Background: an optimization exercise with open tools, aiming at small area and few clock cycles per item. Do not read the settings as production practice.
Function was checked by simulation only, so behaviour that the tests miss may differ from the original.
The clock port is modelled as an ideal driver; clocking choices that lean on that would not hold on a real chip.
Power is estimated from default activity; no workload was simulated.

// controller_report_formatter_unit
module controller_report_formatter_unit (
    input  logic                              i_clk,
    input  logic                              i_rst_n,
    input  logic                              i_upd_valid,
    output logic                              o_upd_ready,
    input  logic [crf_pkg::CHAN_W-1:0]        i_upd_channel,
    input  logic [crf_pkg::BTN_W-1:0]         i_upd_button_bits,
    input  logic [crf_pkg::DPAD_W-1:0]        i_upd_dpad_bits,
    input  logic signed [crf_pkg::AXIS_W-1:0] i_upd_axis_left_x,
    input  logic signed [crf_pkg::AXIS_W-1:0] i_upd_axis_left_y,
    input  logic signed [crf_pkg::AXIS_W-1:0] i_upd_axis_right_x,
    input  logic signed [crf_pkg::AXIS_W-1:0] i_upd_axis_right_y,
    input  logic [crf_pkg::LEVEL_W-1:0]       i_upd_brake_level,
    input  logic [crf_pkg::LEVEL_W-1:0]       i_upd_throttle_level,
    input  logic [crf_pkg::MODE_W-1:0]        i_upd_analog_mode,
    output logic                              o_rpt_valid,
    input  logic                              i_rpt_ready,
    output logic [crf_pkg::CHAN_W-1:0]        o_rpt_out_channel,
    output logic [crf_pkg::RPT_W-1:0]         o_rpt_report_buttons,
    output logic [crf_pkg::VAL_W-1:0]         o_rpt_stick_lx,
    output logic [crf_pkg::VAL_W-1:0]         o_rpt_stick_ly,
    output logic [crf_pkg::VAL_W-1:0]         o_rpt_stick_rx,
    output logic [crf_pkg::VAL_W-1:0]         o_rpt_stick_ry,
    output logic [crf_pkg::VAL_W-1:0]         o_rpt_trig_left,
    output logic [crf_pkg::VAL_W-1:0]         o_rpt_trig_right
);
For scale: roughly 63 flip-flops, roughly 150 I/O pins.
==> flow/config.mk <==
export PLATFORM = sky130hd
export DESIGN_NAME = controller_report_formatter_unit
export DESIGN_NICKNAME = controller_report_formatter_unit
export VERILOG_FILES = /design/flow/design.v
export SDC_FILE = /design/flow/constraint.sdc
export NUM_CORES = 4
export LEC_CHECK = 0
export CAP_MARGIN = 20
export CORE_MARGIN = 2
export CORE_UTILIZATION = 40
export CTS_BUF_LIST = sky130_fd_sc_hd__clkbuf_8
export SLEW_MARGIN = 20
==> flow/constraint.sdc <==
create_clock -name core_clock -period 8.0 [get_ports {i_clk}]
set_input_delay 1.6000 -clock core_clock [delete_from_list [all_inputs] [get_ports {i_clk}]]
set_output_delay 1.6000 -clock core_clock [all_outputs]
set_load 0.01 [all_outputs]
standard.sh (not shown) runs the stock make flow with config.mk's settings and CLKGATE_MAP_FILE= SYNTH_SCRIPT=/design/flow/synth_recipe.tcl, a recipe that flattens the netlist after the stock synthesis.
==> flow/flow/run.sh <==
#!/bin/bash
# Own layout flow: the standard flow with three changes.
#  1. Synthesis is the standard synthesis script (synth_recipe.tcl and ORFS's synth.tcl) except
#     that Yosys's "abc -fast" pre-mapping in synth's fine step is skipped and no full or half
#     adder cells are extracted, so the hand-built adder structure of the RTL reaches ABC as
#     written. Registers, their names and cell types are those of the standard synthesis
#     (only the combinational mapping differs).
#     The final ABC mapping of the remaining logic uses flow/abc_area.script (area-oriented
#     amap) in place of ORFS's speed script.
#  2. Ports are buffered with sky130_fd_sc_hd__buf_1 (every input and output still gets its
#     own buffer, as in the standard flow).
#  3. Clock tree synthesis takes its arguments from flow/cts_args.txt (no dummy loads).
#  4. Everything after synthesis is standard.sh (the standard flow's own layout) unchanged.
# Each tool's output goes to a log file in this folder.
set -euo pipefail
W=$PWD
S=$FLOW_HOME/scripts/synth.tcl
sed -e 's/synth -top \$::env(DESIGN_NAME) -run fine: {\*}\$synth_full_args/synth -top $::env(DESIGN_NAME) -run fine: -noabc {*}$synth_full_args/' \
    -e 's/^  extract_fa {\*}\[dont_use_extract_fa_args\]$/  puts "own flow: no adder extraction"/' \
    -e "s#^source \$::env(SCRIPTS_DIR)/synth_preamble.tcl\$#&\nlset abc_args 1 $W/flow/abc_area.script#" \
    "$S" > "$W/own_synth.tcl"
grep -q -- '-run fine: -noabc' "$W/own_synth.tcl"
grep -q -- 'own flow: no adder extraction' "$W/own_synth.tcl"
grep -q -- "^lset abc_args 1 $W/flow/abc_area.script" "$W/own_synth.tcl"
sed -e "s#\$::env(SCRIPTS_DIR)/synth.tcl#$W/own_synth.tcl#" "$W/synth_recipe.tcl" > "$W/own_synth_recipe.tcl"
grep -q "$W/own_synth.tcl" "$W/own_synth_recipe.tcl"
KNOBS=$(sed -n 's/^make .* SYNTH_SCRIPT=[^ ]* \(.*\) "\${@:-finish}"$/\1/p' "$W/standard.sh")
eval "make -C $FLOW_HOME DESIGN_CONFIG=$W/config.mk WORK_HOME=$W/orfs CLKGATE_MAP_FILE= SYNTH_SCRIPT=$W/own_synth_recipe.tcl $KNOBS synth" > "$W/synth.log" 2>&1
export BUFFER_PORTS_ARGS="-buffer_cell sky130_fd_sc_hd__buf_1"
# clock tree options (replace ORFS's clock_tree_synthesis arguments when flow/cts_args.txt exists)
if [[ -f "$W/flow/cts_args.txt" ]]; then
  export CTS_ARGS="$(cat "$W/flow/cts_args.txt")"
fi
bash "$W/standard.sh" > "$W/layout.log" 2>&1
==> flow/flow/cts_args.txt <==
-sink_clustering_enable -repair_clock_nets -root_buf sky130_fd_sc_hd__clkbuf_8 -tree_buf sky130_fd_sc_hd__clkbuf_4 -buf_list sky130_fd_sc_hd__clkbuf_4 -dont_use_dummy_load
Other scripts of this flow, unchanged in this note and not shown: flow/flow/abc_area.script
Testbench counts at the start, summed over its fixed seeds: cycles 16,008, items 16,000.
Change:
--- a/flow/flow/run.sh
+++ b/flow/flow/run.sh
@@ -4,4 +4,4 @@
-#     that Yosys's "abc -fast" pre-mapping in synth's fine step is skipped and no full or half
-#     adder cells are extracted, so the hand-built adder structure of the RTL reaches ABC as
-#     written. Registers, their names and cell types are those of the standard synthesis
-#     (only the combinational mapping differs).
+#     that Yosys's "abc -fast" pre-mapping in synth's fine step is skipped and extract_fa looks
+#     for full adders only, so the hand-built adder structure of the RTL reaches the adder
+#     mapping as written. Registers, their names and cell types are those of the standard
+#     synthesis (only the combinational mapping differs).
@@ -19 +19 @@
-    -e 's/^  extract_fa {\*}\[dont_use_extract_fa_args\]$/  puts "own flow: no adder extraction"/' \
+    -e 's/extract_fa {\*}\[dont_use_extract_fa_args\]/extract_fa -fa/' \
@@ -23 +23 @@
-grep -q -- 'own flow: no adder extraction' "$W/own_synth.tcl"
+grep -q -- 'extract_fa -fa$' "$W/own_synth.tcl"
==> flow/flow/cts_args.txt (replaced) <==
-sink_clustering_enable -repair_clock_nets -buf_list sky130_fd_sc_hd__clkbuf_8 -dont_use_dummy_load
Hold slack stays flat.
Critical path depth falls by 3.
Die area rises slightly.
Total power rises by a few percent.
Change:
--- a/flow/flow/run.sh
+++ b/flow/flow/run.sh
@@ -4,4 +4,4 @@
-#     that Yosys's "abc -fast" pre-mapping in synth's fine step is skipped and extract_fa looks
-#     for full adders only, so the hand-built adder structure of the RTL reaches the adder
-#     mapping as written. Registers, their names and cell types are those of the standard
-#     synthesis (only the combinational mapping differs).
+#     that Yosys's "abc -fast" pre-mapping in synth's fine step is skipped and no full or half
+#     adder cells are extracted, so the hand-built adder structure of the RTL reaches ABC as
+#     written. Registers, their names and cell types are those of the standard synthesis
+#     (only the combinational mapping differs).
@@ -19 +19 @@
-    -e 's/extract_fa {\*}\[dont_use_extract_fa_args\]/extract_fa -fa/' \
+    -e 's/^  extract_fa {\*}\[dont_use_extract_fa_args\]$/  puts "own flow: no adder extraction"/' \
@@ -23 +23 @@
-grep -q -- 'extract_fa -fa$' "$W/own_synth.tcl"
+grep -q -- 'own flow: no adder extraction' "$W/own_synth.tcl"
==> flow/flow/cts_args.txt (replaced) <==
-sink_clustering_enable -repair_clock_nets -root_buf sky130_fd_sc_hd__clkbuf_4 -tree_buf sky130_fd_sc_hd__clkbuf_2 -buf_list sky130_fd_sc_hd__clkbuf_2 -dont_use_dummy_load
CORE_UTILIZATION = 65   (was 40)
Effect: The changed run passed the timing, DRC and antenna checks. Critical path depth climbs by 4. Utilization climbs by 29 points. Synthesized area drops by 1.6%. Routed wire length climbs by about 12%. Fmax climbs by 5.7%. Design area drops by 3.9%. Sequential share of layout area climbs by 1.5 points. Power drops by about 11%.
Change:
==> flow/flow/cts_args.txt (replaced) <==
-sink_clustering_enable -repair_clock_nets -buf_list sky130_fd_sc_hd__clkbuf_8 -dont_use_dummy_load
CORE_UTILIZATION = 40   (was 65)
After rerunning: Non-clock buffer count does not change. Utilization drops by 29 points. Via count goes down by 7.9%. Final cell count is higher by about 8%. Power rises by about 5.6%. Die area went up by about 60%. Design area goes up by about 2.6%. Combinational power drops by about 4%. Wire length goes down by 5.2%. Count of clock-buffer cells in the layout is unchanged. Flip-flop and latch count stays the same.

* * *

controller_report_formatter_unit again, from the RTL that the note above started with.
export LEC_CHECK = 0
export CAP_MARGIN = 20
export CORE_MARGIN = 2
export CORE_UTILIZATION = 40
export CTS_BUF_LIST = sky130_fd_sc_hd__clkbuf_8
export SLEW_MARGIN = 20
create_clock -name core_clock -period 8.0 [get_ports {i_clk}]
==> flow/flow/run.sh <==
#!/bin/bash
# Own layout flow: the standard flow with three changes.
#  1. Synthesis is the standard synthesis script (synth_recipe.tcl and ORFS's synth.tcl) except
#     that Yosys's "abc -fast" pre-mapping in synth's fine step is skipped and no full or half
#     adder cells are extracted, so the hand-built adder structure of the RTL reaches ABC as
#     written. Registers, their names and cell types are those of the standard synthesis
#     (only the combinational mapping differs).
#     The final ABC mapping of the remaining logic uses flow/abc_area.script (area-oriented
#     amap) in place of ORFS's speed script.
#  2. Ports are buffered with sky130_fd_sc_hd__buf_1 (every input and output still gets its
#     own buffer, as in the standard flow).
#  3. Clock tree synthesis takes its arguments from flow/cts_args.txt (no dummy loads).
#  4. Everything after synthesis is standard.sh (the standard flow's own layout) unchanged.
# Each tool's output goes to a log file in this folder.
set -euo pipefail
W=$PWD
S=$FLOW_HOME/scripts/synth.tcl
sed -e 's/synth -top \$::env(DESIGN_NAME) -run fine: {\*}\$synth_full_args/synth -top $::env(DESIGN_NAME) -run fine: -noabc {*}$synth_full_args/' \
    -e 's/^  extract_fa {\*}\[dont_use_extract_fa_args\]$/  puts "own flow: no adder extraction"/' \
    -e "s#^source \$::env(SCRIPTS_DIR)/synth_preamble.tcl\$#&\nlset abc_args 1 $W/flow/abc_area.script#" \
    "$S" > "$W/own_synth.tcl"
grep -q -- '-run fine: -noabc' "$W/own_synth.tcl"
grep -q -- 'own flow: no adder extraction' "$W/own_synth.tcl"
grep -q -- "^lset abc_args 1 $W/flow/abc_area.script" "$W/own_synth.tcl"
sed -e "s#\$::env(SCRIPTS_DIR)/synth.tcl#$W/own_synth.tcl#" "$W/synth_recipe.tcl" > "$W/own_synth_recipe.tcl"
grep -q "$W/own_synth.tcl" "$W/own_synth_recipe.tcl"
KNOBS=$(sed -n 's/^make .* SYNTH_SCRIPT=[^ ]* \(.*\) "\${@:-finish}"$/\1/p' "$W/standard.sh")
eval "make -C $FLOW_HOME DESIGN_CONFIG=$W/config.mk WORK_HOME=$W/orfs CLKGATE_MAP_FILE= SYNTH_SCRIPT=$W/own_synth_recipe.tcl $KNOBS synth" > "$W/synth.log" 2>&1
export BUFFER_PORTS_ARGS="-buffer_cell sky130_fd_sc_hd__buf_1"
# clock tree options (replace ORFS's clock_tree_synthesis arguments when flow/cts_args.txt exists)
if [[ -f "$W/flow/cts_args.txt" ]]; then
  export CTS_ARGS="$(cat "$W/flow/cts_args.txt")"
fi
bash "$W/standard.sh" > "$W/layout.log" 2>&1
==> flow/flow/abc_area.script <==
strash
ifraig
dc2
dch -f
amap
topo
stime -c
==> flow/flow/cts_args.txt <==
-sink_clustering_enable -repair_clock_nets -buf_list sky130_fd_sc_hd__clkbuf_8 -dont_use_dummy_load -sink_clustering_size 32 -sink_clustering_max_diameter 200 -sink_clustering_levels 1 -sink_buffer_max_cap_derate 1.0
The baseline finished clean.
Testbench counts at the start, summed over its fixed seeds: cycles 16,008, items 16,000.
Next try:
==> flow/flow/run.sh (replaced) <==
#!/bin/bash
# Own layout flow: the standard flow with these changes.
#  1. Synthesis is the standard synthesis script (synth_recipe.tcl, which sources ORFS's
#     synth.tcl) with three edits to a copy of synth.tcl:
#       - Yosys's "abc -fast" pre-mapping in synth's fine step is skipped (-noabc),
#       - no full or half adder cells are extracted (extract_fa is left out),
#  2. Ports are buffered with sky130_fd_sc_hd__buf_1 (every input and output still gets its
#     own buffer, as in the standard flow).
#  3. Clock tree synthesis takes its arguments from flow/cts_args.txt (clkbuf_4 buffers, no
#     dummy loads).
#  4. Everything after synthesis is standard.sh (the standard flow's own layout), unchanged.
# Each tool's output goes to a log file in this folder (synth.log, layout.log; ORFS's per-step
# logs are under orfs/logs).
set -euo pipefail
W=$PWD
S=$FLOW_HOME/scripts/synth.tcl
sed -e 's/synth -top \$::env(DESIGN_NAME) -run fine: {\*}\$synth_full_args/synth -top $::env(DESIGN_NAME) -run fine: -noabc {*}$synth_full_args/' \
    -e 's/^  extract_fa {\*}\[dont_use_extract_fa_args\]$/  puts "own flow: no adder extraction"/' \
    -e "s#^source \$::env(SCRIPTS_DIR)/synth_preamble.tcl\$#&\nlset abc_args 1 $W/flow/abc_area.script#" \
    "$S" > "$W/own_synth.tcl"
grep -q -- '-run fine: -noabc' "$W/own_synth.tcl"
grep -q -- 'own flow: no adder extraction' "$W/own_synth.tcl"
grep -q -- "^lset abc_args 1 $W/flow/abc_area.script" "$W/own_synth.tcl"
sed -e "s#\$::env(SCRIPTS_DIR)/synth.tcl#$W/own_synth.tcl#" "$W/synth_recipe.tcl" > "$W/own_synth_recipe.tcl"
grep -q "$W/own_synth.tcl" "$W/own_synth_recipe.tcl"
KNOBS=$(sed -n 's/^make .* SYNTH_SCRIPT=[^ ]* \(.*\) "\${@:-finish}"$/\1/p' "$W/standard.sh")
eval "make -C $FLOW_HOME DESIGN_CONFIG=$W/config.mk WORK_HOME=$W/orfs CLKGATE_MAP_FILE= SYNTH_SCRIPT=$W/own_synth_recipe.tcl $KNOBS synth" > "$W/synth.log" 2>&1
export BUFFER_PORTS_ARGS="-buffer_cell sky130_fd_sc_hd__buf_1"
export CTS_ARGS="$(cat "$W/flow/cts_args.txt")"
bash "$W/standard.sh" > "$W/layout.log" 2>&1
==> flow/flow/abc_area.script (replaced) <==
strash
ifraig
dc2
&get -n
&deepsyn -T 60 -I 4
&put
dch -f
amap
topo
stime -c
==> flow/flow/cts_args.txt (replaced) <==
-sink_clustering_enable -repair_clock_nets -root_buf sky130_fd_sc_hd__clkbuf_4 -tree_buf sky130_fd_sc_hd__clkbuf_4 -buf_list sky130_fd_sc_hd__clkbuf_4 -dont_use_dummy_load
Settings changed: CORE_UTILIZATION 40 to 65, CTS_BUF_LIST sky130_fd_sc_hd__clkbuf_8 to sky130_fd_sc_hd__clkbuf_4.
Result: The new run completed with no timing, DRC or antenna violations. Clock power drops by a quarter to a third. Fmax went down by about a fifth. Total power is lower by a little under a tenth. Wire length increases by a few percent. Sequential power hardly moves. Utilization is higher by 30 points. First-iteration DRC count came out higher by well over a third. Final area fell by a little under a tenth. Critical path depth is higher by 1. Register-to-register slack got worse by 0.02 ns.
Next try:
==> flow/flow/run.sh (replaced) <==
#!/bin/bash
# Own layout flow: the standard flow with three changes.
#  1. Synthesis is the standard synthesis script (synth_recipe.tcl and ORFS's synth.tcl) except
#     that Yosys's "abc -fast" pre-mapping in synth's fine step is skipped and no full or half
#     adder cells are extracted, so the hand-built adder structure of the RTL reaches ABC as
#     written. Registers, their names and cell types are those of the standard synthesis
#     (only the combinational mapping differs).
#     The final ABC mapping of the remaining logic uses flow/abc_area.script (area-oriented
#     amap) in place of ORFS's speed script.
#  2. Ports are buffered with sky130_fd_sc_hd__buf_1 (every input and output still gets its
#     own buffer, as in the standard flow).
#  3. Clock tree synthesis takes its arguments from flow/cts_args.txt (no dummy loads).
#  4. Everything after synthesis is standard.sh (the standard flow's own layout) unchanged.
# Each tool's output goes to a log file in this folder.
set -euo pipefail
W=$PWD
S=$FLOW_HOME/scripts/synth.tcl
sed -e 's/synth -top \$::env(DESIGN_NAME) -run fine: {\*}\$synth_full_args/synth -top $::env(DESIGN_NAME) -run fine: -noabc {*}$synth_full_args/' \
    -e 's/^  extract_fa {\*}\[dont_use_extract_fa_args\]$/  puts "own flow: no adder extraction"/' \
    -e "s#^source \$::env(SCRIPTS_DIR)/synth_preamble.tcl\$#&\nlset abc_args 1 $W/flow/abc_area.script#" \
    "$S" > "$W/own_synth.tcl"
grep -q -- '-run fine: -noabc' "$W/own_synth.tcl"
grep -q -- 'own flow: no adder extraction' "$W/own_synth.tcl"
grep -q -- "^lset abc_args 1 $W/flow/abc_area.script" "$W/own_synth.tcl"
sed -e "s#\$::env(SCRIPTS_DIR)/synth.tcl#$W/own_synth.tcl#" "$W/synth_recipe.tcl" > "$W/own_synth_recipe.tcl"
grep -q "$W/own_synth.tcl" "$W/own_synth_recipe.tcl"
KNOBS=$(sed -n 's/^make .* SYNTH_SCRIPT=[^ ]* \(.*\) "\${@:-finish}"$/\1/p' "$W/standard.sh")
eval "make -C $FLOW_HOME DESIGN_CONFIG=$W/config.mk WORK_HOME=$W/orfs CLKGATE_MAP_FILE= SYNTH_SCRIPT=$W/own_synth_recipe.tcl $KNOBS synth" > "$W/synth.log" 2>&1
export BUFFER_PORTS_ARGS="-buffer_cell sky130_fd_sc_hd__buf_1"
# clock tree options (replace ORFS's clock_tree_synthesis arguments when flow/cts_args.txt exists)
if [[ -f "$W/flow/cts_args.txt" ]]; then
  export CTS_ARGS="$(cat "$W/flow/cts_args.txt")"
fi
bash "$W/standard.sh" > "$W/layout.log" 2>&1
==> flow/flow/abc_area.script (replaced) <==
strash
ifraig
dc2
dch -f
amap
topo
stime -c
==> flow/flow/cts_args.txt (replaced) <==
-sink_clustering_enable -repair_clock_nets -root_buf sky130_fd_sc_hd__clkbuf_8 -buf_list sky130_fd_sc_hd__clkbuf_4 -dont_use_dummy_load
Settings changed: CORE_UTILIZATION 65 to 40, CTS_BUF_LIST sky130_fd_sc_hd__clkbuf_4 to sky130_fd_sc_hd__clkbuf_8.
Result: The new run ran to the end with no violations. Design area increases by 7.6%. Hold slack degrades by 0.013 ns. Worst setup slack improves by 1.2 ns. Routed wire length decreases by 3.4%. Maximum frequency increases by 27%. Global-route usage decreases by 13 points. Power increases by 7.9%.
Next try:
==> flow/flow/cts_args.txt (replaced) <==
-sink_clustering_enable -repair_clock_nets -root_buf sky130_fd_sc_hd__clkbuf_8 -tree_buf sky130_fd_sc_hd__clkbuf_8 -buf_list sky130_fd_sc_hd__clkbuf_8 -dont_use_dummy_load
Settings changed: CORE_UTILIZATION 40 to 65.
After rerunning:
- The changed run completed with no timing, DRC or antenna violations
- setup slack is worse by 0.14 ns
- synthesized area is unchanged
- design area came out lower by 1.5%
- synthesized cell count is unchanged
- sequential share of layout area came out higher by 0.55 points
- critical path depth came out higher by 1
- cell count came out lower by 7.1%
- core utilization came out higher by 30 points
- fmax came out lower by about 3%
- power came out higher by about 1.3%
- sequential power is about the same
Next try:
==> flow/flow/run.sh (replaced) <==
#!/bin/bash
# Own layout flow: the standard flow with three changes.
#  1. Synthesis is the standard synthesis script (synth_recipe.tcl and ORFS's synth.tcl) except
#     that Yosys's "abc -fast" pre-mapping in synth's fine step is skipped and extract_fa looks
#     for full adders only, so the hand-built adder structure of the RTL reaches the adder
#     mapping as written. Registers, their names and cell types are those of the standard
#     synthesis (only the combinational mapping differs).
#     The final ABC mapping of the remaining logic uses flow/abc_area.script (area-oriented
#     amap) in place of ORFS's speed script.
#  2. Ports are buffered with sky130_fd_sc_hd__buf_1 (every input and output still gets its
#     own buffer, as in the standard flow).
#  3. Everything after synthesis is standard.sh (the standard flow's own layout) unchanged.
# Each tool's output goes to a log file in this folder.
set -euo pipefail
W=$PWD
S=$FLOW_HOME/scripts/synth.tcl
sed -e 's/synth -top \$::env(DESIGN_NAME) -run fine: {\*}\$synth_full_args/synth -top $::env(DESIGN_NAME) -run fine: -noabc {*}$synth_full_args/' \
    -e 's/extract_fa {\*}\[dont_use_extract_fa_args\]/extract_fa -fa/' \
    -e "s#^source \$::env(SCRIPTS_DIR)/synth_preamble.tcl\$#&\nlset abc_args 1 $W/flow/abc_area.script#" \
    "$S" > "$W/own_synth.tcl"
grep -q -- '-run fine: -noabc' "$W/own_synth.tcl"
grep -q -- 'extract_fa -fa$' "$W/own_synth.tcl"
grep -q -- "^lset abc_args 1 $W/flow/abc_area.script" "$W/own_synth.tcl"
sed -e "s#\$::env(SCRIPTS_DIR)/synth.tcl#$W/own_synth.tcl#" "$W/synth_recipe.tcl" > "$W/own_synth_recipe.tcl"
grep -q "$W/own_synth.tcl" "$W/own_synth_recipe.tcl"
KNOBS=$(sed -n 's/^make .* SYNTH_SCRIPT=[^ ]* \(.*\) "\${@:-finish}"$/\1/p' "$W/standard.sh")
eval "make -C $FLOW_HOME DESIGN_CONFIG=$W/config.mk WORK_HOME=$W/orfs CLKGATE_MAP_FILE= SYNTH_SCRIPT=$W/own_synth_recipe.tcl $KNOBS synth" > "$W/synth.log" 2>&1
export BUFFER_PORTS_ARGS="-buffer_cell sky130_fd_sc_hd__buf_1"
bash "$W/standard.sh" > "$W/layout.log" 2>&1
Settings changed: CORE_UTILIZATION 65 to 40.
removed: flow/flow/cts_args.txt
Hold slack gets worse by 0.027 ns.
Total power increases by 12%.
Fmax falls by 4.6%.
Routed wire length falls by 10%.
Final area is higher by 4.1%.
Setup slack degrades by 0.22 ns.
Flip-flop and latch count is unchanged.
Combinational power goes up by 14%.
Next try:
==> flow/run.sh (new file) <==
#!/bin/bash
# synth_recipe.tcl (not shown) runs the flow's synth.tcl, then flattens the netlist and writes it again
# the make line also repeats each setting of config.mk as NAME=value (left out here)
make -C /OpenROAD-flow-scripts/flow DESIGN_CONFIG=/design/flow/config.mk WORK_HOME=/design/flow/orfs CLKGATE_MAP_FILE= SYNTH_SCRIPT=/design/flow/synth_recipe.tcl finish
Settings changed: CTS_BUF_LIST sky130_fd_sc_hd__clkbuf_8 to unset.
removed: flow/flow/run.sh
removed: flow/flow/abc_area.script
removed: flow/standard.sh
The new run completed with no timing, DRC or antenna violations.
Maximum frequency shrinks by roughly a tenth.
Count of clock-buffer cells in the layout goes down by 3.
Final cell count grows by a few percent.
Total power came out higher by a quarter to a third.
Via count increases slightly.
Clock power rose by well over a third.
Setup slack is worse by 0.60 ns.
Critical path depth increases by 3.
Combinational power grows by well over a third.
Wire length rises by roughly a tenth.
Non-clock buffer count increases by 1.

==> afterwards: timing with drivers on the ports <==
How much do the figures lean on ideal ports? The routed layouts below were timed once more, with nothing changed but the port constraints.
Step 1, drivers: a clkbuf_16 drives i_clk and a buf_2 each remaining input, both assumed.
Step 2 times the ports against the registers' clock, not the clock port: input delays grow and output delays shrink by t, the midpoint of the rising clock arrivals with the driver on.
Three values: no drivers, after step 1, after step 2; two values: the first two.
run | t (ns) | setup slack, ns | worst setup path at the end | clock arrival spread, ns | worst register clock-pin slew, ns
the first run of note 1 | 0.355 | 3.448 / 3.458 / 3.103 | input to register | 0.031 / 0.031 | 0.08 / 0.08
the second run of note 1 | 0.346 | 3.078 / 3.085 / 2.740 | input to register | 0.017 / 0.017 | 0.06 / 0.06
the third run of note 1 | 0.380 | 3.344 / 3.350 / 2.970 | input to register | 0.046 / 0.046 | 0.11 / 0.11
the fourth run of note 1 | 0.355 | 3.448 / 3.458 / 3.103 | input to register | 0.031 / 0.031 | 0.08 / 0.08
the first run of note 2 | 0.355 | 3.448 / 3.458 / 3.103 | input to register | 0.031 / 0.031 | 0.08 / 0.08
the second run of note 2 | 0.399 | 2.206 / 2.207 / 1.808 | input to register | 0.027 / 0.027 | 0.10 / 0.10
the third run of note 2 | 0.355 | 3.448 / 3.458 / 3.103 | input to register | 0.031 / 0.031 | 0.08 / 0.08
the fourth run of note 2 | 0.349 | 3.312 / 3.320 / 2.971 | input to register | 0.025 / 0.025 | 0.07 / 0.07
the fifth run of note 2 | 0.355 | 3.088 / 3.095 / 2.740 | input to register | 0.008 / 0.009 | 0.07 / 0.07
the sixth run of note 2 | 0.372 | 2.493 / 2.506 / 2.133 | input to register | 0.005 / 0.005 | 0.06 / 0.06
After both steps every run listed still meets setup and hold. For the second run of note 2, which loses most, drivers alone change the setup slack by +0.001 ns; drivers and shift together by -0.398 ns.
